What follows belongs to an exercise in optimizing a design on an open flow for small area, a short achievable clock period and few clock cycles per item; a production flow would make more cautious choices. In this exercise RTL edits were held to simulation tests only and were not proved equivalent to the original.

File: design.v
package urd_pkg;
  localparam int VALUE_W  = 64;
  localparam int RADIX_W  = 6;
  localparam int CHAR_W   = 7;
  localparam int COUNT_W  = 7;
  localparam int DW_W     = 3;    
  localparam int CHUNK_W  = 4;    
  localparam int CHUNKS   = (VALUE_W + CHUNK_W - 1) / CHUNK_W;
  localparam int IDX_W    = $clog2(CHUNKS);
  localparam int STAGES   = 4;    
  localparam int TH_W     = 5;    
  localparam int SKID     = 4;    
  localparam int SKID_W   = $clog2(SKID + 1);
  localparam int STACK_W  = 84;   
  localparam logic [RADIX_W-1:0] RADIX_RESET = 6'd10;
  localparam logic [RADIX_W-1:0] RADIX_MIN   = 6'd2;
  localparam logic [RADIX_W-1:0] RADIX_MAX   = 6'd36;
endpackage
import urd_pkg::*;
module urd_front (
  input  logic               clk,
  input  logic               rst_n,
  input  logic               in_push,
  output logic               in_full,
  input  logic [VALUE_W-1:0] in_value,
  input  logic               cfg_valid,
  output logic               cfg_ready,
  input  logic [RADIX_W-1:0] cfg_data,
  output logic               dg_push,
  output logic [RADIX_W-1:0] dg_digit,
  output logic               dg_last,     
  output logic [DW_W-1:0]    dg_dw,
  input  logic [SKID_W-1:0]  skid_cnt,    
  input  logic               emit_idle    
);
  localparam int L = STAGES - 1;
  logic [RADIX_W-1:0] radix_r;
  logic [RADIX_W-1:0] radix_eff;
  logic [DW_W-1:0]    dw_eff;
  logic               free_r;      
  logic               full_r;      
  logic [CHUNK_W-1:0] vch_r [CHUNKS];
  logic [3*TH_W-1:0]  thr_r;       
  logic [3*TH_W-1:0]  thm_r;
  logic [5:0]         md4_r;
  logic [3*TH_W-1:0]  thr_eff;
  logic [3*TH_W-1:0]  thm_eff;
  logic [5:0]         md4_eff;
  logic [DW_W-1:0]    dw_r;
  logic               act0_r;
  logic [IDX_W-1:0]   idx0_r;
  logic [CHUNKS-1:0]  oh0_r;       
  logic               first0_r;    
  logic               tv_r   [STAGES];
  logic [IDX_W-1:0]   ti_r   [STAGES];
  logic               tf_r   [STAGES];
  logic               tl_r   [STAGES];
  logic [CHUNK_W-1:0] pipe_r [STAGES];
  logic [RADIX_W-1:0] rem_r  [STAGES];
  logic               qnz_r  [STAGES];
  logic               srch_r;
  logic               found_r;
  logic [IDX_W-1:0]   tnext_r;
  logic               push_r;
  logic [RADIX_W-1:0] pushd_r;
  logic               fin_r;       
  logic               last_r;      
  logic [IDX_W-1:0]   tmax_eff;
  logic [IDX_W-1:0]   tmax_r;      
  logic               tmv_eff;     
  logic               tmv_r;
  logic               fpass_r;     
  logic               pend_r;      
  logic [IDX_W:0]     dcnt_r;      
  logic               tfin_r [STAGES];
  logic               tal_r  [STAGES];   
  logic               tfin   [STAGES];
  logic               tal    [STAGES];
  logic               termd;
  logic               fin0;
  logic [IDX_W-1:0]   in_top;
  logic [CHUNKS-1:0]  in_oh;
  logic               in_go;       
  logic               in_fin;      
  logic               tv   [STAGES];
  logic [IDX_W-1:0]   ti   [STAGES];
  logic               tf   [STAGES];
  logic               tl   [STAGES];
  logic [CHUNK_W-1:0] cin  [STAGES];
  logic [RADIX_W-1:0] rin  [STAGES];
  logic [CHUNK_W-1:0] quo  [STAGES];
  logic [RADIX_W-1:0] rout [STAGES];
  logic               qnzc [STAGES];
  logic               term;
  logic               pushv;
  logic [RADIX_W-1:0] pushd;
  logic               srch_cur;
  logic               setf;
  logic               found_nx;
  logic               start;
  logic               pushdue;     
  logic               frz;         
  assign cfg_ready = !full_r && !push_r && (skid_cnt == '0) && emit_idle;
  assign in_full   = full_r;
  always_ff @(posedge clk) begin
    if (!rst_n) begin
      radix_r <= RADIX_RESET;
    end else if (cfg_valid && cfg_ready) begin
      radix_r <= cfg_data;
    end
  end
  always_comb begin
    if (radix_r < RADIX_MIN) begin
      radix_eff = RADIX_MIN;
    end else if (radix_r > RADIX_MAX) begin
      radix_eff = RADIX_MAX;
    end else begin
      radix_eff = radix_r;
    end
    if (radix_eff > 6'd32)      dw_eff = 3'd6;
    else if (radix_eff > 6'd16) dw_eff = 3'd5;
    else if (radix_eff > 6'd8)  dw_eff = 3'd4;
    else if (radix_eff > 6'd4)  dw_eff = 3'd3;
    else if (radix_eff > 6'd2)  dw_eff = 3'd2;
    else                        dw_eff = 3'd1;
  end
  always_comb begin
    logic [7:0] kb;
    for (int k = 1; k <= 3; k++) begin
      kb = 8'(k) * {2'b00, radix_eff};
      thr_eff[(k-1)*TH_W +: TH_W] = TH_W'((kb + 8'd3) >> 2);
      thm_eff[(k-1)*TH_W +: TH_W] = TH_W'(((kb + 8'd3) >> 2) - 8'd1);
      md4_eff[(k-1)*2 +: 2]       = 2'(8'd0 - kb);
    end
  end
  always_comb begin
    logic [DW_W-1:0] fl;
    int              lim;
    fl = ((radix_eff & (radix_eff - 6'd1)) == '0) ? dw_eff : dw_eff - DW_W'(1);
    lim = (STAGES * int'(fl)) / CHUNK_W - 1;
    if (lim > CHUNKS - 1) lim = CHUNKS - 1;
    tmv_eff  = (lim >= 0);
    tmax_eff = (lim >= 0) ? IDX_W'(lim) : '0;
  end
  always_comb begin
    logic [CHUNKS-1:0] nz;
    logic [IDX_W:0]    lo;      
    for (int c = 0; c < CHUNKS; c++) begin
      nz[c] = (in_value[c*CHUNK_W +: CHUNK_W] != '0);
    end
    for (int c = 0; c < CHUNKS; c++) begin
      in_oh[c] = (c == 0 || nz[c]) && !(|(nz >> (c + 1)));
    end
    in_top = '0;
    for (int c = 0; c < CHUNKS; c++) begin
      in_top = in_top | (IDX_W'(c) & {IDX_W{in_oh[c]}});
    end
    lo     = dcnt_r + (IDX_W+1)'(frz) - (IDX_W+1)'(1);
    in_go  = (dcnt_r + (IDX_W+1)'(frz) <= (IDX_W+1)'(1));
    in_fin = tmv_eff;
    for (int c = 0; c < CHUNKS; c++) begin
      if ((IDX_W+1)'(c) >= lo) in_go = in_go | nz[c];
      if (IDX_W'(c) > tmax_eff) in_fin = in_fin & !nz[c];
    end
  end
  always_comb begin
    tv[0]  = act0_r;
    ti[0]  = idx0_r;
    tf[0]  = first0_r;
    tl[0]  = oh0_r[0];
    tfin[0] = fpass_r;
    tal[0]  = 1'b1;
    cin[0] = '0;
    for (int c = 0; c < CHUNKS; c++) begin
      cin[0] = cin[0] | (vch_r[c] & {CHUNK_W{oh0_r[c]}});
    end
    for (int s = 1; s < STAGES; s++) begin
      tv[s]  = tv_r[s];
      ti[s]  = ti_r[s];
      tf[s]  = tf_r[s];
      tl[s]  = tl_r[s];
      tfin[s] = tfin_r[s];
      tal[s]  = tal_r[s];
      cin[s] = pipe_r[s];
    end
    for (int s = 0; s < STAGES; s++) begin
      rin[s] = tf[s] ? '0 : rem_r[s];
    end
  end
  for (genvar s = 0; s < STAGES; s++) begin : g_stage
    urd_div u_div (
      .rem_in (rin[s]),
      .chunk  (cin[s]),
      .thr    (thr_r),
      .thr_m1 (thm_r),
      .mod4   (md4_r),
      .quo    (quo[s]),
      .rem_out(rout[s])
    );
  end
  always_comb begin
    term  = 1'b0;
    termd = 1'b0;
    pushv = 1'b0;
    pushd = '0;
    for (int s = 0; s < STAGES; s++) begin
      qnzc[s] = (!tf[s] && qnz_r[s]) || (quo[s] != '0);
      if (tv[s] && tl[s] && tal[s]) begin
        pushv = 1'b1;
        pushd = pushd | rout[s];
        if (!qnzc[s]) begin
          termd = 1'b1;
          if (!tfin[s]) term = 1'b1;
        end
      end
    end
    pushv = pushv && !fin_r;
    term  = term && !fin_r;
  end
  assign srch_cur = tf[L] ? 1'b1 : srch_r;
  assign setf     = tv[L] && !tfin[L] && srch_cur && (quo[L] != '0);
  assign fin0     = act0_r && tl[0] && fpass_r;
  assign found_nx = setf || found_r;
  assign start    = found_r && (!act0_r || tl[0]);
  always_comb begin
    pushdue = act0_r && oh0_r[0];
    for (int s = 1; s < STAGES; s++) pushdue = pushdue || (tv_r[s] && tl_r[s]);
  end
  assign frz = pushdue && ({1'b0, skid_cnt} + (SKID_W+1)'(push_r) >= (SKID_W+1)'(SKID));
  always_ff @(posedge clk) begin
    if (!rst_n) begin
      free_r  <= 1'b1;
      full_r  <= 1'b0;
      act0_r  <= 1'b0;
      found_r <= 1'b0;
      push_r  <= 1'b0;
      fin_r   <= 1'b0;
      last_r  <= 1'b0;
      pend_r  <= 1'b0;
      dcnt_r  <= '0;
      for (int s = 0; s < STAGES; s++) tv_r[s] <= 1'b0;
    end else begin
      push_r <= pushv && !frz;
      fin_r  <= term && !frz;
      last_r <= termd && !fin_r && !frz;
      if (fin_r) begin
        dcnt_r <= '0;
      end else if (!frz) begin
        if (fin0) begin
          dcnt_r <= (IDX_W+1)'(STAGES - 1);
        end else if (dcnt_r != '0) begin
          dcnt_r <= dcnt_r - (IDX_W+1)'(1);
        end
      end
      for (int s = 1; s < STAGES; s++) begin
        if (fin_r) begin
          tv_r[s] <= 1'b0;
        end else if (!frz) begin
          tv_r[s] <= tv[s-1];
        end
      end
      if (free_r) begin
        act0_r  <= in_push && in_go;
        pend_r  <= in_push && !in_go;
        free_r  <= !in_push;
        full_r  <= in_push;
        found_r <= 1'b0;
      end else begin
        if (!frz) begin
          if (pend_r) begin
            if (dcnt_r <= {1'b0, idx0_r} + (IDX_W+1)'(1)) begin
              act0_r <= 1'b1;
              pend_r <= 1'b0;
            end
          end else if (start) begin
            act0_r <= 1'b1;
          end else if (act0_r && tl[0]) begin
            act0_r <= 1'b0;
          end
          found_r <= (start || fin_r) ? 1'b0 : found_nx;
        end
        if ((term || fin0) && !frz) begin
          free_r <= 1'b1;
          full_r <= 1'b0;
        end
        if (fin0 && !frz) begin
          act0_r <= 1'b0;
        end
      end
    end
  end
  always_ff @(posedge clk) begin
    pushd_r <= pushd;
    if (!frz) begin
      for (int s = 1; s < STAGES; s++) begin
        ti_r[s]   <= ti[s-1];
        tf_r[s]   <= tf[s-1];
        tl_r[s]   <= tl[s-1];
        tfin_r[s] <= tfin[s-1];
        tal_r[s]  <= tal[s-1] && qnzc[s-1];
        pipe_r[s] <= quo[s-1];
      end
      for (int s = 0; s < STAGES; s++) begin
        if (tv[s]) begin
          rem_r[s] <= rout[s];
          qnz_r[s] <= qnzc[s];
        end
      end
      if (tv[L]) begin
        srch_r <= setf ? 1'b0 : srch_cur;
      end
      if (setf) begin
        tnext_r <= ti[L];
      end
    end
    if (free_r) begin
      for (int c = 0; c < CHUNKS; c++) begin
        vch_r[c] <= CHUNK_W'(in_value >> (c * CHUNK_W));
      end
      idx0_r   <= in_top;
      tmax_r   <= tmax_eff;
      tmv_r    <= tmv_eff;
      fpass_r  <= in_fin;
      oh0_r    <= in_oh;
      first0_r <= 1'b1;
      thr_r    <= thr_eff;
      thm_r    <= thm_eff;
      md4_r    <= md4_eff;
      dw_r     <= dw_eff;
    end else if (!frz) begin
      if (tv[L] && !tfin[L]) begin
        vch_r[ti[L]] <= quo[L];
      end
      if (start) begin
        idx0_r   <= tnext_r;
        fpass_r  <= tmv_r && (tnext_r <= tmax_r);
        first0_r <= 1'b1;
        for (int c = 0; c < CHUNKS; c++) oh0_r[c] <= (tnext_r == IDX_W'(c));
      end else if (act0_r) begin
        idx0_r   <= idx0_r - IDX_W'(1);
        oh0_r    <= oh0_r >> 1;
        first0_r <= 1'b0;
      end
    end
  end
  assign dg_push  = push_r;
  assign dg_digit = pushd_r;
  assign dg_last  = last_r;
  assign dg_dw    = dw_r;
endmodule
import urd_pkg::*;
module urd_div (
  input  logic [RADIX_W-1:0] rem_in,     
  input  logic [CHUNK_W-1:0] chunk,      
  input  logic [3*TH_W-1:0]  thr,        
  input  logic [3*TH_W-1:0]  thr_m1,     
  input  logic [5:0]         mod4,       
  output logic [CHUNK_W-1:0] quo,
  output logic [RADIX_W-1:0] rem_out
);
  always_comb begin
    logic [1:0]         y;
    logic [1:0]         m;
    logic [TH_W-1:0]    t  [3];
    logic [1:0]         c  [3];
    logic [3:0]         d  [3];
    logic [2:0]         ge;
    logic [RADIX_W-1:0] r;
    r   = rem_in;
    quo = '0;
    for (int s = CHUNK_W - 2; s >= 0; s -= 2) begin
      y = chunk[s +: 2];
      for (int k = 0; k < 3; k++) begin
        m    = mod4[2*k +: 2];
        t[k] = ((y[1] & m[1]) | ((y[1] ^ m[1]) & y[0] & m[0])) ? thr_m1[k*TH_W +: TH_W]
                                                               : thr[k*TH_W +: TH_W];
        c[k] = {y[1] ^ m[1] ^ (y[0] & m[0]), y[0] ^ m[0]};
        ge[k] = ({1'b0, r} >= {{(RADIX_W+1-TH_W){1'b0}}, t[k]});
        d[k]  = r[3:0] - t[k][3:0];
      end
      if (ge[2]) begin
        quo[s +: 2] = 2'd3;
        r = {d[2], c[2]};
      end else if (ge[1]) begin
        quo[s +: 2] = 2'd2;
        r = {d[1], c[1]};
      end else if (ge[0]) begin
        quo[s +: 2] = 2'd1;
        r = {d[0], c[0]};
      end else begin
        quo[s +: 2] = 2'd0;
        r = {r[3:0], y};
      end
    end
    rem_out = r;
  end
endmodule
import urd_pkg::*;
module urd_back (
  input  logic               clk,
  input  logic               rst_n,
  input  logic               dg_push,
  input  logic [RADIX_W-1:0] dg_digit,
  input  logic               dg_last,
  input  logic [DW_W-1:0]    dg_dw,
  output logic [SKID_W-1:0]  skid_cnt,
  output logic               emit_idle,
  output logic               out_empty,
  input  logic               out_pop,
  output logic [CHAR_W-1:0]  out_digit_char,
  output logic               out_last_digit,
  output logic [COUNT_W-1:0] out_digit_count
);
  logic [STACK_W-1:0] stk_r;
  logic [COUNT_W-1:0] cnt_r;       
  logic [COUNT_W-1:0] left_r;      
  logic [COUNT_W-1:0] total_r;
  logic               show_r;
  logic [CHAR_W-1:0]  char_r;
  logic               last_r;
  logic [COUNT_W-1:0] count_r;
  localparam int SP_W = (SKID > 1) ? $clog2(SKID) : 1;
  logic [RADIX_W-1:0] sk_dig_r  [SKID];
  logic               sk_last_r [SKID];
  logic [SP_W-1:0]    sk_wr_r;
  logic [SP_W-1:0]    sk_rd_r;
  logic [SKID_W-1:0]  sk_cnt_r;
  logic               drain;
  logic [RADIX_W-1:0] sk_dig;
  logic               sk_last;
  logic               advance;
  logic               issue;
  logic [5:0]         digit;
  logic [CHAR_W-1:0]  dchar;
  logic [STACK_W-1:0] stk_nxt;
  assign advance  = !show_r || out_pop;
  assign issue    = advance && (left_r != '0);
  assign skid_cnt  = sk_cnt_r;
  assign emit_idle = (left_r == '0) && !show_r;
  assign drain    = (sk_cnt_r != '0) && (left_r == '0);
  assign sk_dig   = sk_dig_r[sk_rd_r];
  assign sk_last  = sk_last_r[sk_rd_r];
  always_ff @(posedge clk) begin
    if (!rst_n) begin
      sk_wr_r  <= '0;
      sk_rd_r  <= '0;
      sk_cnt_r <= '0;
    end else begin
      if (dg_push) sk_wr_r <= (sk_wr_r == SP_W'(SKID - 1)) ? '0 : sk_wr_r + SP_W'(1);
      if (drain)   sk_rd_r <= (sk_rd_r == SP_W'(SKID - 1)) ? '0 : sk_rd_r + SP_W'(1);
      sk_cnt_r <= sk_cnt_r + SKID_W'(dg_push) - SKID_W'(drain);
    end
  end
  always_ff @(posedge clk) begin
    if (dg_push) begin
      sk_dig_r[sk_wr_r]  <= dg_digit;
      sk_last_r[sk_wr_r] <= dg_last;
    end
  end
  always_comb begin
    logic [5:0] wsel;
    logic [5:0] selp;
    logic [5:0] selq;
    for (int k = 0; k < 6; k++) begin
      wsel[k] = (dg_dw == DW_W'(k + 1));
      selp[k] = drain && wsel[k];
      selq[k] = !drain && wsel[k];
    end
    for (int i = 0; i < STACK_W; i++) begin
      stk_nxt[i] = 1'b0;
      for (int k = 1; k <= 6; k++) begin
        if (i >= k) begin
          stk_nxt[i] = stk_nxt[i] | (selp[k-1] & stk_r[i-k]);
        end else begin
          stk_nxt[i] = stk_nxt[i] | (selp[k-1] & sk_dig[i]);
        end
        if (i + k < STACK_W) begin
          stk_nxt[i] = stk_nxt[i] | (selq[k-1] & stk_r[i+k]);
        end
      end
    end
    for (int i = 0; i < 6; i++) begin
      digit[i] = stk_r[i] & (dg_dw > DW_W'(i));
    end
    if (digit < 6'd10) begin
      dchar = 7'h30 + CHAR_W'(digit);
    end else begin
      dchar = 7'h37 + CHAR_W'(digit);
    end
  end
  always_ff @(posedge clk) begin
    if (!rst_n) begin
      cnt_r  <= '0;
      left_r <= '0;
      show_r <= 1'b0;
    end else begin
      if (drain && sk_last) begin
        cnt_r  <= '0;
        left_r <= cnt_r + COUNT_W'(1);
      end else begin
        if (drain) cnt_r <= cnt_r + COUNT_W'(1);
        if (issue) left_r <= left_r - COUNT_W'(1);
      end
      if (advance) begin
        show_r <= issue;
      end
    end
  end
  always_ff @(posedge clk) begin
    if (drain || issue) begin
      stk_r <= stk_nxt;
    end
    if (drain && sk_last) begin
      total_r <= cnt_r + COUNT_W'(1);
    end
    if (issue) begin
      char_r  <= dchar;
      last_r  <= (left_r == COUNT_W'(1));
      count_r <= total_r;
    end
  end
  assign out_empty       = !show_r;
  assign out_digit_char  = char_r;
  assign out_last_digit  = last_r;
  assign out_digit_count = count_r;
endmodule
import urd_pkg::*;
module unsigned_to_radix_digits (
  input  logic               clk,
  input  logic               rst_n,
  input  logic               in_push,
  output logic               in_full,
  input  logic [VALUE_W-1:0] in_value,
  output logic               out_empty,
  input  logic               out_pop,
  output logic [CHAR_W-1:0]  out_digit_char,
  output logic               out_last_digit,
  output logic [COUNT_W-1:0] out_digit_count,
  input  logic               cfg_valid,
  output logic               cfg_ready,
  input  logic [RADIX_W-1:0] cfg_data
);
  logic               dg_push;
  logic [RADIX_W-1:0] dg_digit;
  logic               dg_last;
  logic [DW_W-1:0]    dg_dw;
  logic [SKID_W-1:0]  skid_cnt;
  logic               emit_idle;
  urd_front u_front (
    .clk      (clk),
    .rst_n    (rst_n),
    .in_push  (in_push),
    .in_full  (in_full),
    .in_value (in_value),
    .cfg_valid(cfg_valid),
    .cfg_ready(cfg_ready),
    .cfg_data (cfg_data),
    .dg_push  (dg_push),
    .dg_digit (dg_digit),
    .dg_last  (dg_last),
    .dg_dw    (dg_dw),
    .skid_cnt (skid_cnt),
    .emit_idle(emit_idle)
  );
  urd_back u_back (
    .clk            (clk),
    .rst_n          (rst_n),
    .dg_push        (dg_push),
    .dg_digit       (dg_digit),
    .dg_last        (dg_last),
    .dg_dw          (dg_dw),
    .skid_cnt       (skid_cnt),
    .emit_idle      (emit_idle),
    .out_empty      (out_empty),
    .out_pop        (out_pop),
    .out_digit_char (out_digit_char),
    .out_last_digit (out_last_digit),
    .out_digit_count(out_digit_count)
  );
endmodule
File: run.sh
#!/bin/bash
# synth_recipe.tcl (not shown) runs the flow's synth.tcl, then flattens the netlist and writes it again
# the make line also repeats each setting of config.mk as NAME=value (left out here)
make -C /OpenROAD-flow-scripts/flow DESIGN_CONFIG=/design/flow/config.mk WORK_HOME=/design/flow/orfs CLKGATE_MAP_FILE= SYNTH_SCRIPT=/design/flow/synth_recipe.tcl finish
File: config.mk
export PLATFORM = sky130hd
export DESIGN_NAME = unsigned_to_radix_digits
export DESIGN_NICKNAME = unsigned_to_radix_digits
export VERILOG_FILES = /design/flow/design.v
export SDC_FILE = /design/flow/constraint.sdc
export NUM_CORES = 4
export LEC_CHECK = 0
export ABC_AREA = 1
export CAP_MARGIN = 20
export CORE_MARGIN = 2
export CORE_UTILIZATION = 40
export SLEW_MARGIN = 20
File: constraint.sdc
create_clock -name core_clock -period 16.0 [get_ports {clk}]
set_input_delay 3.2000 -clock core_clock [delete_from_list [all_inputs] [get_ports {clk}]]
set_output_delay 3.2000 -clock core_clock [all_outputs]
set_load 0.01 [all_outputs]
==> results.json, run 1 <==
{
  "port_buffers": 92,
  "fin_util": 0.452,
  "synth.area.top_cells": "edfxtp_1, nand2_1, ha_1",
  "yosysSeqAreaShare": 0.370,
  "drive_gt1_frac": 0.0565,
  "crit_path_top_delay_cell": "mux2i_1",
  "synth_top_area_cell": "edfxtp_1",
  "dieWidth_um": 276,
  "maxSlewHeadroom": 0.241,
  "fin_crit_sh": 0.404,
  "tightest_slew_ns": 1.14,
  "rsz0062_at_grt": "no",
  "synthArstFlopShare": 0,
  "gr-total-overflow": 0,
  "hold_path.class": "register to register",
  "synthAdderAreaFrac": 0.104,
  "min_to": "u_front.ti_r[2][0]",
  "antenna_found_initial": 0,
  "path_max_fanout": 10,
  "setup.worst_path.start": "u_front.oh0_r[5]",
  "placed_cell_area_um2": 31300,
  "fin_crit_ns": 6.47,
  "std_cell_rows": 99,
  "reg2reg_depth": 31,
  "synth_edf_count": 328,
  "cts_setup_buffers": 0,
  "min_path_cells": 0,
  "fmax_ghz": 0.155,
  "max_cap_viol_count": 0,
  "synth_top_cell_area_share": 0.334,
  "grt_pass1_wl_um": 157000,
  "dpl.hpwl_um": 69100,
  "synth_area_per_cell_um2": 7.97,
  "hold_buffers": 0,
  "synth.distinct_cells": 72,
  "synthMuxAreaShare": 0.00208,
  "grt_start_max_net_pins": 85,
  "worstSetupEndpointType": "register",
  "regToRegStartpoint": "u_front.oh0_r[5]",
  "final_hold_viol_count": 0,
  "clkLatencyLatePin_ns": 0.62,
  "fp.dieArea_um2": 76000,
  "worstSetupStartpointType": "register",
  "fill_cells": 7180,
  "synth-seq-cells": 381,
  "worstPathArrival_ns": 6.94,
  "cts.clk_slew.worst_paths_ns": 0.06,
  "synth_cells": 3702,
  "cp_data_required_time_ns": 16.47,
  "hp-start": "u_front.ti_r[1][0]",
  "drt_pass1_iterations": 8,
  "fin_area_um2": 33000,
  "status": "timing/DRC/antenna clean",
  "io_pins": 93,
  "drc": 0,
  "synth_top_family_by_area": "compound AO/OA/AOI/OAI gates",
  "wire_per_inst_um": 21.4,
  "finalSetupViolCount": 0,
  "cts_buffer_depth": 3,
  "gp_congestion": 0.934,
  "yosysWarnings": 44,
  "htree_levels": 2,
  "seq_area_um2": 10900,
  "yosys.area_share.simple": 0.184,
  "syn_area_um2": 29500,
  "clock-root-buffer": "clkbuf_16",
  "critical_path_class": "register to register",
  "numCtsBuffers": 47,
  "fin_setup_tns_ns": 0,
  "die_y_um": 276,
  "worstReg2RegEnd": "u_front.full_r",
  "finalMaxSlewViolations": 0,
  "grt_pass1_vias": 27000,
  "areaGrowthSynthToFinish_pct": 11.7,
  "cpPeakStageDelay_ns": 0.49,
  "finClkSkew_ns": 0.0387,
  "drt-total-wl_um": 101000,
  "cts_tree": "yes",
  "via_count": 28600,
  "grt_usage": 0.262,
  "drt_iter0_markers": 4121,
  "synth-compound-area-share": 0.232,
  "avgViaCountPerCell": 6.06,
  "synth_xor_area_frac": 0.0288,
  "r2r_slack_ns": 9.53,
  "placeableCoreArea_um2": 73000,
  "synthFlopType": "edfxtp_1",
  "multiInputGateArea_um2": 16300,
  "n_antenna_cell": 0,
  "initial_core_util": 0.404,
  "cts_sinks": 381,
  "detail-route-antenna-nets": 0,
  "nets": 4037,
  "cts_resized": 0
}
[per-layer routing]
layer / global-route usage / routed length, µm / share of wire / up-vias
li1: - / - / - / 13400
met1: 0.358 / 42000 / 0.41 / 13300
met2: 0.426 / 46500 / 0.46 / 1675
met3: 0.0437 / 9600 / 0.095 / 318
met4: 0.0795 / 3270 / 0.032 / 0
met5: 0 / 0 / 0 / -
[state kept, by name (all words and copies together) (netlist names), 5 cells and up, named ones only]
signal,cells
u_back.cnt_r,7
u_front.rem_r,24
u_front.radix_r,6
u_front.thm_r,15
u_front.oh0_r,16
u_front.pipe_r,12
u_front.dcnt_r,5
u_front.thr_r,15
u_back.char_r,7
u_front.vch_r,64
u_back.sk_dig_r,24
u_back.left_r,7
u_back.stk_r,84
u_back.count_r,7
u_back.total_r,7
u_front.ti_r,12
u_front.pushd_r,6
[logic make-up (layout without fill, tap and decap cells)]
logic type,Yosys count,in the layout
AO/OA/AOI/OAI,1123,1123
buffers and inverters,602,669
adder cells (fa/ha/maj),230,230
XOR/XNOR,97,97
flip-flops,381,381
other,1,2
multiplexers,6,6
AND/OR/NAND/NOR,1262,1262
[final cells by class]
cell class              instances  area share
repair buffers                133      0.0374
clock inverters                29      0.0118
flip-flops and latches        381       0.331
well taps                     959      0.0364
multi-input cells            2720       0.494
clock buffers                  58      0.0378
inverters                     449      0.0512
[cells in the mapped netlist (58+ instances only)]
cell / number
o21ai_0: 327
a221oi_1: 127
ha_1: 204
edfxtp_1: 328
a21oi_1: 215
o22ai_1: 229
nor3_1: 58
o21ai_1: 83
nand3_1: 173
clkbuf_1: 89
nor2_1: 194
nand2_1: 719
inv_1: 398
[how the worst max path moves through the flow]
stage                                  to  slack [ns]
after CTS                  u_front.full_r        9.57
after floorplan           u_back.stk_r[0]       10.19
after global routing       u_front.full_r        8.72
after global placement     u_front.full_r        9.85
after detailed placement   u_front.full_r        9.62
final                      u_front.full_r        9.53
[layout by cell type (no fill, tap or decap), types with 6 or more instances in the layout]
cell / Yosys / routed
a211oi_1: 6 / 6
a21boi_0: 11 / 11
a21oi_1: 215 / 215
a221oi_1: 127 / 127
a22o_1: 10 / 10
a22oi_1: 10 / 10
a31o_2: 16 / 16
a31oi_1: 7 / 7
a32oi_1: 6 / 6
buf_4: 4 / 40
bufinv_16: 0 / 6
clkbuf_1: 89 / 8
clkbuf_16: 0 / 47
clkdlybuf4s50_1: 0 / 92
clkinv_1: 26 / 28
clkinv_2: 1 / 9
clkinvlp_4: 0 / 9
dfxtp_1: 53 / 52
edfxtp_1: 328 / 328
fa_1: 26 / 26
ha_1: 204 / 204
inv_1: 398 / 398
inv_2: 24 / 22
nand2_1: 719 / 716
nand2_2: 9 / 11
nand3_1: 173 / 173
nand3b_1: 10 / 10
nand4_1: 40 / 40
nor2_1: 194 / 190
nor2_2: 12 / 14
nor3_1: 58 / 58
nor4_1: 18 / 18
o211ai_1: 17 / 17
o21ai_0: 327 / 326
o21ai_1: 83 / 84
o221ai_1: 36 / 36
o22ai_1: 229 / 229
xnor2_1: 47 / 47
xor2_1: 50 / 50
[worst max-delay path, delay by kind of cell, from the launching register on]
| kind | cells | cell delay (ns) |
|---|---|---|
| and+or+nand+nor | 13 | 1.90 |
| buffers and inverters | 3 | 0.24 |
| AOI/OAI and AO/OA | 9 | 1.54 |
| adders and majority gates | 5 | 1.69 |
| muxes | 1 | 0.49 |
| DFF | 1 | 0.46 |
[through the flow]
stage,setup slack [ns],instances,hold slack [ns]
5_1_grt,8.72,4729,0.429
4_1_cts,9.57,4729,0.421
2_1_floorplan,10.19,3703,0.400
3_5_place_dp,9.62,4642,0.406
6_report,9.53,4729,0.420
3_3_place_gp,9.85,4642,0.401
Testbench counts, summed over its fixed seeds: cycles 33,987, items 928.
==> run 2: changes to the inputs <==
--- a/design.v
+++ b/design.v
@@ -279,7 +279,7 @@
           end
           found_r <= (start || fin_r) ? 1'b0 : found_nx;
         end
-        if ((term || fin0) && !frz) begin
+        if (fin_r || (fin0 && !frz)) begin
           free_r <= 1'b1;
           full_r <= 1'b0;
         end
==> run 2 against run 1 <==
Final area hardly changed. Sequential cell count did not move. First-iteration DRC count is 14% higher. Register-to-register slack improved by 0.10 ns. Die area grew 1.3%. Fmax rose by 1.6%. Synthesized cell count grew 1.2%. Clock skew increased by 0.0031 ns. Highest routed layer unchanged. Cell count increased by 0.57%. Synthesized area up 1.3%. Still clean on timing, DRC and antenna. Critical path type unchanged. Sequential share of layout area about the same.
==> results.json, run 2 <==
{
  "dieWidth_um": 277,
  "finalMaxSlewViolations": 0,
  "worstPathArrival_ns": 6.83,
  "final_hold_viol_count": 0,
  "cts_resized": 0,
  "synth_top_area_cell": "edfxtp_1",
  "cts_buffer_depth": 3,
  "reg_top3": "u_back.stk_r: 84 flops, u_front.vch_r: 64 flops",
  "drc": 0,
  "clock-root-buffer": "clkbuf_16",
  "synth_common_cells": "nand2_1, inv_1, o21ai_0",
  "synth-seq-cells": 381,
  "final_cell_mix": "nand2_1, inv_1, o21ai_0",
  "crit_path_top_delay_cell": "edfxtp_1",
  "syn_area_um2": 29900,
  "finClkSkew_ns": 0.0418,
  "regToRegStartpoint": "u_front.oh0_r[0]",
  "max_cap_viol_count": 0,
  "cts_sinks": 381,
  "status": "timing/DRC/antenna clean",
  "fmax_ghz": 0.157,
  "synth_area_per_cell_um2": 7.98,
  "setup.worst_path.start": "u_front.oh0_r[0]",
  "finalSetupViolCount": 0,
  "die_y_um": 277,
  "initial_core_util": 0.403,
  "nets": 4057,
  "synth_top_cell_area_share": 0.329,
  "cts_tree": "yes",
  "wire_per_inst_um": 21.2,
  "fill_cells": 7454,
  "grt_pass1_vias": 27200,
  "path_max_fanout": 10,
  "areaGrowthSynthToFinish_pct": 10.3,
  "worstSetupEndpointType": "register",
  "yosysWarnings": 44,
  "placeableCoreArea_um2": 74200,
  "grt_pass1_wl_um": 157000,
  "via_count": 28900,
  "drt-total-wl_um": 101000,
  "cpPeakStageDelay_ns": 0.50,
  "hold_path.class": "register to register",
  "numCtsBuffers": 44,
  "port_buffers": 92,
  "synth_edf_count": 328,
  "worstSetupStartpointType": "register",
  "critical_path_class": "register to register",
  "detail-route-antenna-nets": 0,
  "hold_buffers": 0,
  "multiInputGateArea_um2": 16600,
  "yosysSeqAreaShare": 0.365,
  "gp_congestion": 0.949,
  "layout_commonest_cell": "nand2_1",
  "cts_setup_buffers": 0,
  "synthArstFlopShare": 0,
  "htree_levels": 2,
  "fin_crit_ns": 6.37,
  "grt_usage": 0.254,
  "dpl.hpwl_um": 69000,
  "fin_setup_tns_ns": 0,
  "std_cell_rows": 100,
  "grt_start_max_net_pins": 79,
  "synth_cells": 3748,
  "synth.most_common_cell": "nand2_1",
  "clkLatencyLatePin_ns": 0.61,
  "fin_crit_sh": 0.398,
  "avgViaCountPerCell": 6.07,
  "seq_area_um2": 10900,
  "hp-start": "u_back.total_r[1]",
  "drt_pass1_iterations": 9,
  "drt_iter0_markers": 4717,
  "gr-total-overflow": 0,
  "rsz0062_at_grt": "no",
  "io_pins": 93,
  "cts.clk_slew.worst_paths_ns": 0.06,
  "cp_data_required_time_ns": 16.46,
  "maxSlewHeadroom": 0.203,
  "antenna_found_initial": 0,
  "n_antenna_cell": 0,
  "synth.area.top_cells": "edfxtp_1, nand2_1, ha_1",
  "synth.distinct_cells": 75,
  "drive_gt1_frac": 0.0584,
  "cpMostUsedCell": "nand2_1",
  "regMostFlops": "u_back.stk_r",
  "tightest_slew_ns": 1.18,
  "largest_reg_flops": 84,
  "synthFlopType": "edfxtp_1",
  "fp.dieArea_um2": 77000
}
## run 2: cell types whose count changed in the layout (fill, tap and decap cells not counted), moves of 11 or more
cell | before | now
or2_2 | 5 | 16
nand2_1 | 716 | 737
a21oi_1 | 215 | 198
o21ai_1 | 84 | 5
o22ai_1 | 229 | 252
nor2_1 | 190 | 169
o211ai_1 | 17 | 42
buf_4 | 40 | 23
o221ai_1 | 36 | 9
inv_1 | 398 | 423
nand3_1 | 173 | 219
## run 2: logic make-up (layout without fill, tap and decap cells)
kind of cell             Yosys count  count (layout)  synth area share
flip-flops                       381             381             0.365
AND/OR/NAND/NOR                 1324            1324             0.195
other                              1               2          0.000125
adder cells (fa/ha/maj)          230             230             0.103
AO/OA/AOI/OAI                   1090            1090             0.227
XOR/XNOR                          96              96            0.0281
buffers and inverters            626             664            0.0821
## run 2: per-layer routing
layer / wire, µm / global-route usage
met4: 4040 / 0.0952
met1: 41400 / 0.344
met5: 0 / 0
met3: 9920 / 0.0412
met2: 45600 / 0.410
## run 2: per-stage QoR
stage	setup WS (ns)	util	instance area, µm²	instances	hold WS [ns]
2_1_floorplan	10.14	-	29900	3749	0.400
3_3_place_gp	9.89	0.425	31500	4675	0.401
3_5_place_dp	9.71	0.425	31500	4675	0.405
4_1_cts	9.66	0.445	33000	4756	0.416
5_1_grt	9.02	0.445	33000	4756	0.419
6_report	9.63	0.445	33000	4756	0.413
## run 2: cell type report
| cell class | instances | share of cell area |
|---|---|---|
| clock buffer | 57 | 0.0358 |
| clock inverter | 24 | 0.00766 |
| inverter | 468 | 0.0535 |
| multi-input combinational | 2742 | 0.502 |
| sequential | 381 | 0.331 |
| tap | 969 | 0.0368 |
| timing repair buffer | 115 | 0.0332 |
## run 2: critical path: cells and delay by family, from the launching register on
kind                       cells  cell delay, ns
AOI/OAI and AO/OA             10            2.71
adders and majority gates      4            1.35
buffers and inverters          5            0.51
DFF                            1            0.50
and+or+nand+nor               13            1.16
## run 2: final timing paths
kind | end | slack, ns | depth (start not counted)
hold reg to reg | u_back.count_r[1] | 0.41 | 0
setup / recovery | u_front.pushd_r[5] | 9.63 | 32
hold / removal | u_back.count_r[1] | 0.41 | 0
setup reg to reg | u_front.pushd_r[5] | 9.63 | 32
Testbench counts of run 2, summed over its fixed seeds: cycles 33,999, items 928.
==> run 3: changes to the inputs <==
--- a/design.v
+++ b/design.v
@@ -63,8 +63,6 @@
   logic [IDX_W-1:0]   tnext_r;
   logic               push_r;
   logic [RADIX_W-1:0] pushd_r;
-  logic               fin_r;       
-  logic               last_r;      
   logic [IDX_W-1:0]   tmax_eff;
   logic [IDX_W-1:0]   tmax_r;      
   logic               tmv_eff;     
@@ -76,7 +74,14 @@
   logic               tal_r  [STAGES];   
   logic               tfin   [STAGES];
   logic               tal    [STAGES];
-  logic               termd;
+  logic               termd;       
+  logic               fin_c;       
+  logic [CHUNK_W-1:0] pq;          
+  logic               pqnz;        
+  logic               pfin;        
+  logic [CHUNK_W-1:0] pq_r;
+  logic               pqnz_r;
+  logic               pfin_r;
   logic               fin0;
   logic [IDX_W-1:0]   in_top;
   logic [CHUNKS-1:0]  in_oh;
@@ -91,7 +96,6 @@
   logic [CHUNK_W-1:0] quo  [STAGES];
   logic [RADIX_W-1:0] rout [STAGES];
   logic               qnzc [STAGES];
-  logic               term;
   logic               pushv;
   logic [RADIX_W-1:0] pushd;
   logic               srch_cur;
@@ -199,23 +203,24 @@
     );
   end
   always_comb begin
-    term  = 1'b0;
-    termd = 1'b0;
     pushv = 1'b0;
     pushd = '0;
+    pq    = '0;
+    pqnz  = 1'b0;
+    pfin  = 1'b0;
     for (int s = 0; s < STAGES; s++) begin
       qnzc[s] = (!tf[s] && qnz_r[s]) || (quo[s] != '0);
       if (tv[s] && tl[s] && tal[s]) begin
         pushv = 1'b1;
         pushd = pushd | rout[s];
-        if (!qnzc[s]) begin
-          termd = 1'b1;
-          if (!tfin[s]) term = 1'b1;
-        end
+        pq    = pq | quo[s];
+        pqnz  = pqnz | (!tf[s] && qnz_r[s]);
+        pfin  = pfin | tfin[s];
       end
     end
-    pushv = pushv && !fin_r;
-    term  = term && !fin_r;
+    termd = push_r && !pqnz_r && (pq_r == '0);
+    fin_c = termd && !pfin_r;
+    pushv = pushv && !fin_c;
   end
   assign srch_cur = tf[L] ? 1'b1 : srch_r;
   assign setf     = tv[L] && !tfin[L] && srch_cur && (quo[L] != '0);
@@ -234,16 +239,12 @@
       act0_r  <= 1'b0;
       found_r <= 1'b0;
       push_r  <= 1'b0;
-      fin_r   <= 1'b0;
-      last_r  <= 1'b0;
       pend_r  <= 1'b0;
       dcnt_r  <= '0;
       for (int s = 0; s < STAGES; s++) tv_r[s] <= 1'b0;
     end else begin
       push_r <= pushv && !frz;
-      fin_r  <= term && !frz;
-      last_r <= termd && !fin_r && !frz;
-      if (fin_r) begin
+      if (fin_c) begin
         dcnt_r <= '0;
       end else if (!frz) begin
         if (fin0) begin
@@ -253,7 +254,7 @@
         end
       end
       for (int s = 1; s < STAGES; s++) begin
-        if (fin_r) begin
+        if (fin_c) begin
           tv_r[s] <= 1'b0;
         end else if (!frz) begin
           tv_r[s] <= tv[s-1];
@@ -277,9 +278,9 @@
           end else if (act0_r && tl[0]) begin
             act0_r <= 1'b0;
           end
-          found_r <= (start || fin_r) ? 1'b0 : found_nx;
+          found_r <= (start || fin_c) ? 1'b0 : found_nx;
         end
-        if (fin_r || (fin0 && !frz)) begin
+        if (fin_c || (fin0 && !frz)) begin
           free_r <= 1'b1;
           full_r <= 1'b0;
         end
@@ -291,6 +292,9 @@
   end
   always_ff @(posedge clk) begin
     pushd_r <= pushd;
+    pq_r    <= pq;
+    pqnz_r  <= pqnz;
+    pfin_r  <= pfin;
     if (!frz) begin
       for (int s = 1; s < STAGES; s++) begin
         ti_r[s]   <= ti[s-1];
@@ -345,7 +349,7 @@
   end
   assign dg_push  = push_r;
   assign dg_digit = pushd_r;
-  assign dg_last  = last_r;
+  assign dg_last  = termd;
   assign dg_dw    = dw_r;
 endmodule
 import urd_pkg::*;
==> run 3 against run 2 <==
Still clean on timing, DRC and antenna. Sequential cell count up 4. Setup slack got worse by 0.76 ns. Worst hold slack better by 0.0057 ns. Synthesized area is 0.61% lower. Cell count up 1.6%. Critical path depth fell by 2. Sequential share of layout area rose by 0.22 points. Count of clock-buffer cells in the layout increased by 6. Critical path type unchanged. Largest cell class unchanged.
==> results.json, run 3 <==
{
  "syn_area_um2": 29700,
  "hold_buffers": 0,
  "worstSetupEndpointType": "register",
  "synth_top_family_by_area": "compound AO/OA/AOI/OAI gates",
  "drt_iter0_markers": 4230,
  "cts_tree": "yes",
  "die_y_um": 277,
  "drt-total-wl_um": 103000,
  "rsz0062_at_grt": "no",
  "synth.area.top_cells": "edfxtp_1, nand2_1, ha_1",
  "synth.most_common_cell": "nand2_1",
  "final_hold_viol_count": 0,
  "synth_top_cell_area_share": 0.331,
  "fin_crit_sh": 0.445,
  "largest_reg_flops": 84,
  "synth_top_area_cell": "edfxtp_1",
  "synth_edf_count": 328,
  "areaGrowthSynthToFinish_pct": 11.1,
  "max_cap_viol_count": 0,
  "clkLatencyLatePin_ns": 0.60,
  "yosysSeqAreaShare": 0.370,
  "synth.distinct_cells": 67,
  "hold_path.class": "register to register",
  "worst_slack_ns": 8.88,
  "nets": 4139,
  "grt_pass1_vias": 27100,
  "wire_per_inst_um": 21.3,
  "cts_setup_buffers": 0,
  "gp_congestion": 0.942,
  "grt_usage": 0.259,
  "cp_data_required_time_ns": 16.34,
  "critical_path_class": "register to register",
  "dieWidth_um": 277,
  "crit_path_top_delay_cell": "o21ai_0",
  "finalSetupViolCount": 0,
  "via_count": 28900,
  "dpl.hpwl_um": 71400,
  "synthFlopType": "edfxtp_1",
  "tightest_slew_ns": 1.04,
  "synth_common_cells": "nand2_1, inv_1, o21ai_0",
  "gr-total-overflow": 0,
  "placeableCoreArea_um2": 73200,
  "crit_family": "compound AO/OA/AOI/OAI gates",
  "fill_cells": 7318,
  "cts_sinks": 385,
  "synth_area_per_cell_um2": 7.79,
  "numCtsBuffers": 45,
  "grt_pass1_wl_um": 159000,
  "fin_setup_tns_ns": 0,
  "antenna_found_initial": 2,
  "worstPathArrival_ns": 7.46,
  "std_cell_rows": 99,
  "maxSlewHeadroom": 0.306,
  "clock-root-buffer": "clkbuf_16",
  "worstSetupStartpointType": "register",
  "io_pins": 93,
  "finalMaxSlewViolations": 0,
  "finClkSkew_ns": 0.0260,
  "fin_cells": 4830,
  "critPathBufInv": 5,
  "initial_core_util": 0.406,
  "cts_buffer_depth": 3,
  "port_buffers": 92,
  "yosysWarnings": 44,
  "fin_crit_ns": 7.12,
  "drive_gt1_frac": 0.0442,
  "synthAdderAreaFrac": 0.104,
  "dp.cells": 4745,
  "drc": 0,
  "drt_pass1_iterations": 6,
  "cpPeakStageDelay_ns": 0.63,
  "synthMuxAreaShare": 0,
  "final_cell_mix": "nand2_1, inv_1, o21ai_0",
  "layout_commonest_cell": "nand2_1",
  "yosys.area_share.simple": 0.187,
  "synth-seq-cells": 385,
  "path_max_fanout": 11,
  "fp.dieArea_um2": 76500,
  "regMostFlops": "u_back.stk_r",
  "detail-route-antenna-nets": 0,
  "status": "timing/DRC/antenna clean",
  "reg_top3": "u_back.stk_r: 84 flops, u_front.vch_r: 64 flops",
  "synth_xor_area_frac": 0.0286,
  "htree_levels": 2,
  "fmax_ghz": 0.140,
  "cts.clk_slew.worst_paths_ns": 0.06,
  "post-place-ws_ns": 8.91,
  "synthArstFlopShare": 0,
  "synth_cells": 3814,
  "grt_start_max_net_pins": 85,
  "cts_resized": 0,
  "cpMostUsedCell": "nand2_1",
  "synth-compound-area-share": 0.231,
  "avgViaCountPerCell": 5.99
}
-- run 3: area by class of cell --
| type | instances | area [µm²] | share of cell area |
|---|---|---|---|
| Multi-Input combinational cell | 2814 | 16400 | 0.496 |
| Sequential cell | 385 | 11000 | 0.333 |
| Inverter | 459 | 1720 | 0.0522 |
| Clock buffer | 63 | 1260 | 0.0381 |
| Tap cell | 959 | 1200 | 0.0364 |
| Timing Repair Buffer | 128 | 1190 | 0.0362 |
| Clock inverter | 21 | 253 | 0.00766 |
| Antenna cell | 1 | 2.50 | 0.0000758 |
-- run 3: cells by family (layout without fill, tap and decap cells) --
| kind of cell | Yosys count | after routing |
|---|---|---|
| buf+inv | 616 | 671 |
| compound gates | 1166 | 1166 |
| other cells | 1 | 3 |
| flops | 385 | 385 |
| simple gates | 1318 | 1318 |
| fa+ha+maj | 231 | 231 |
| xor+xnor | 97 | 97 |
-- run 3: path summary, 6_finish.rpt --
| check | startpoint | endpoint | slack, ns | cells after the start |
|---|---|---|---|---|
| hold reg to reg | u_front.ti_r[1][2] | u_front.ti_r[2][2] | 0.42 | 0 |
| hold / removal | u_front.ti_r[1][2] | u_front.ti_r[2][2] | 0.42 | 0 |
| setup reg to reg | u_front.thr_r[5] | u_front.tnext_r[1] | 8.88 | 30 |
| setup / recovery | u_front.thr_r[5] | u_front.tnext_r[1] | 8.88 | 30 |
-- run 3: through the flow --
stage | hold WS (ns) | cell area [µm²] | utilization
floorplan | 0.400 | 29700 | -
global placement | 0.402 | 31500 | 0.430
detailed placement | 0.405 | 31500 | 0.430
CTS | 0.418 | 33000 | 0.451
global route | 0.414 | 33000 | 0.451
finish | 0.418 | 33000 | 0.451
-- run 3: worst reg2reg max path, delay by kind of cell (launching register included) --
family / cells / cell delay, ns
compound gates: 7 / 1.95
fa+ha+maj: 5 / 1.51
buf+inv: 5 / 1.11
flops: 1 / 0.59
simple gates: 13 / 1.73
-- run 3: per-layer routing --
| layer | up-vias | part of all wire | GRT usage | routed length (µm) |
|---|---|---|---|---|
| li1 | 13600 | - | - | - |
| met1 | 13500 | 0.42 | 0.350 | 43200 |
| met2 | 1563 | 0.45 | 0.419 | 46700 |
| met3 | 281 | 0.084 | 0.0372 | 8650 |
| met4 | 0 | 0.040 | 0.0995 | 4120 |
| met5 | - | 0 | 0 | 0 |
Testbench counts of run 3, summed over its fixed seeds: cycles 33,999, items 928.

[what the ideal ports hide]
No port has a modelled driver above. Below, the same layouts with a new extraction and two added sets of constraints.
Step 1: set_driving_cell puts a clkbuf_16 on clk and a buf_2 on each other input, an assumption about the parent block.
Step 2 times the ports against the registers' clock, not the clock port: input delays grow and output delays shrink by t, the midpoint of the rising clock arrivals with the driver on.
a / b / c = ideal ports / drivers / drivers and shift; a / b = the first two.
| run | shift t [ns] | setup slack, ns | worst setup path after step 2 | worst data-port slew with drivers (ns) | cell pins on the clock port's net |
|---|---|---|---|---|---|
| run 1 | 0.665 | 9.529 / 9.529 / 9.529 | register to register | 0.04 | 1 |
| run 2 | 0.649 | 9.633 / 9.633 / 9.633 | register to register | 0.04 | 1 |
| run 3 | 0.651 | 8.875 / 8.875 / 8.875 | register to register | 0.04 | 1 |
After both steps setup and hold are still met in every run listed.
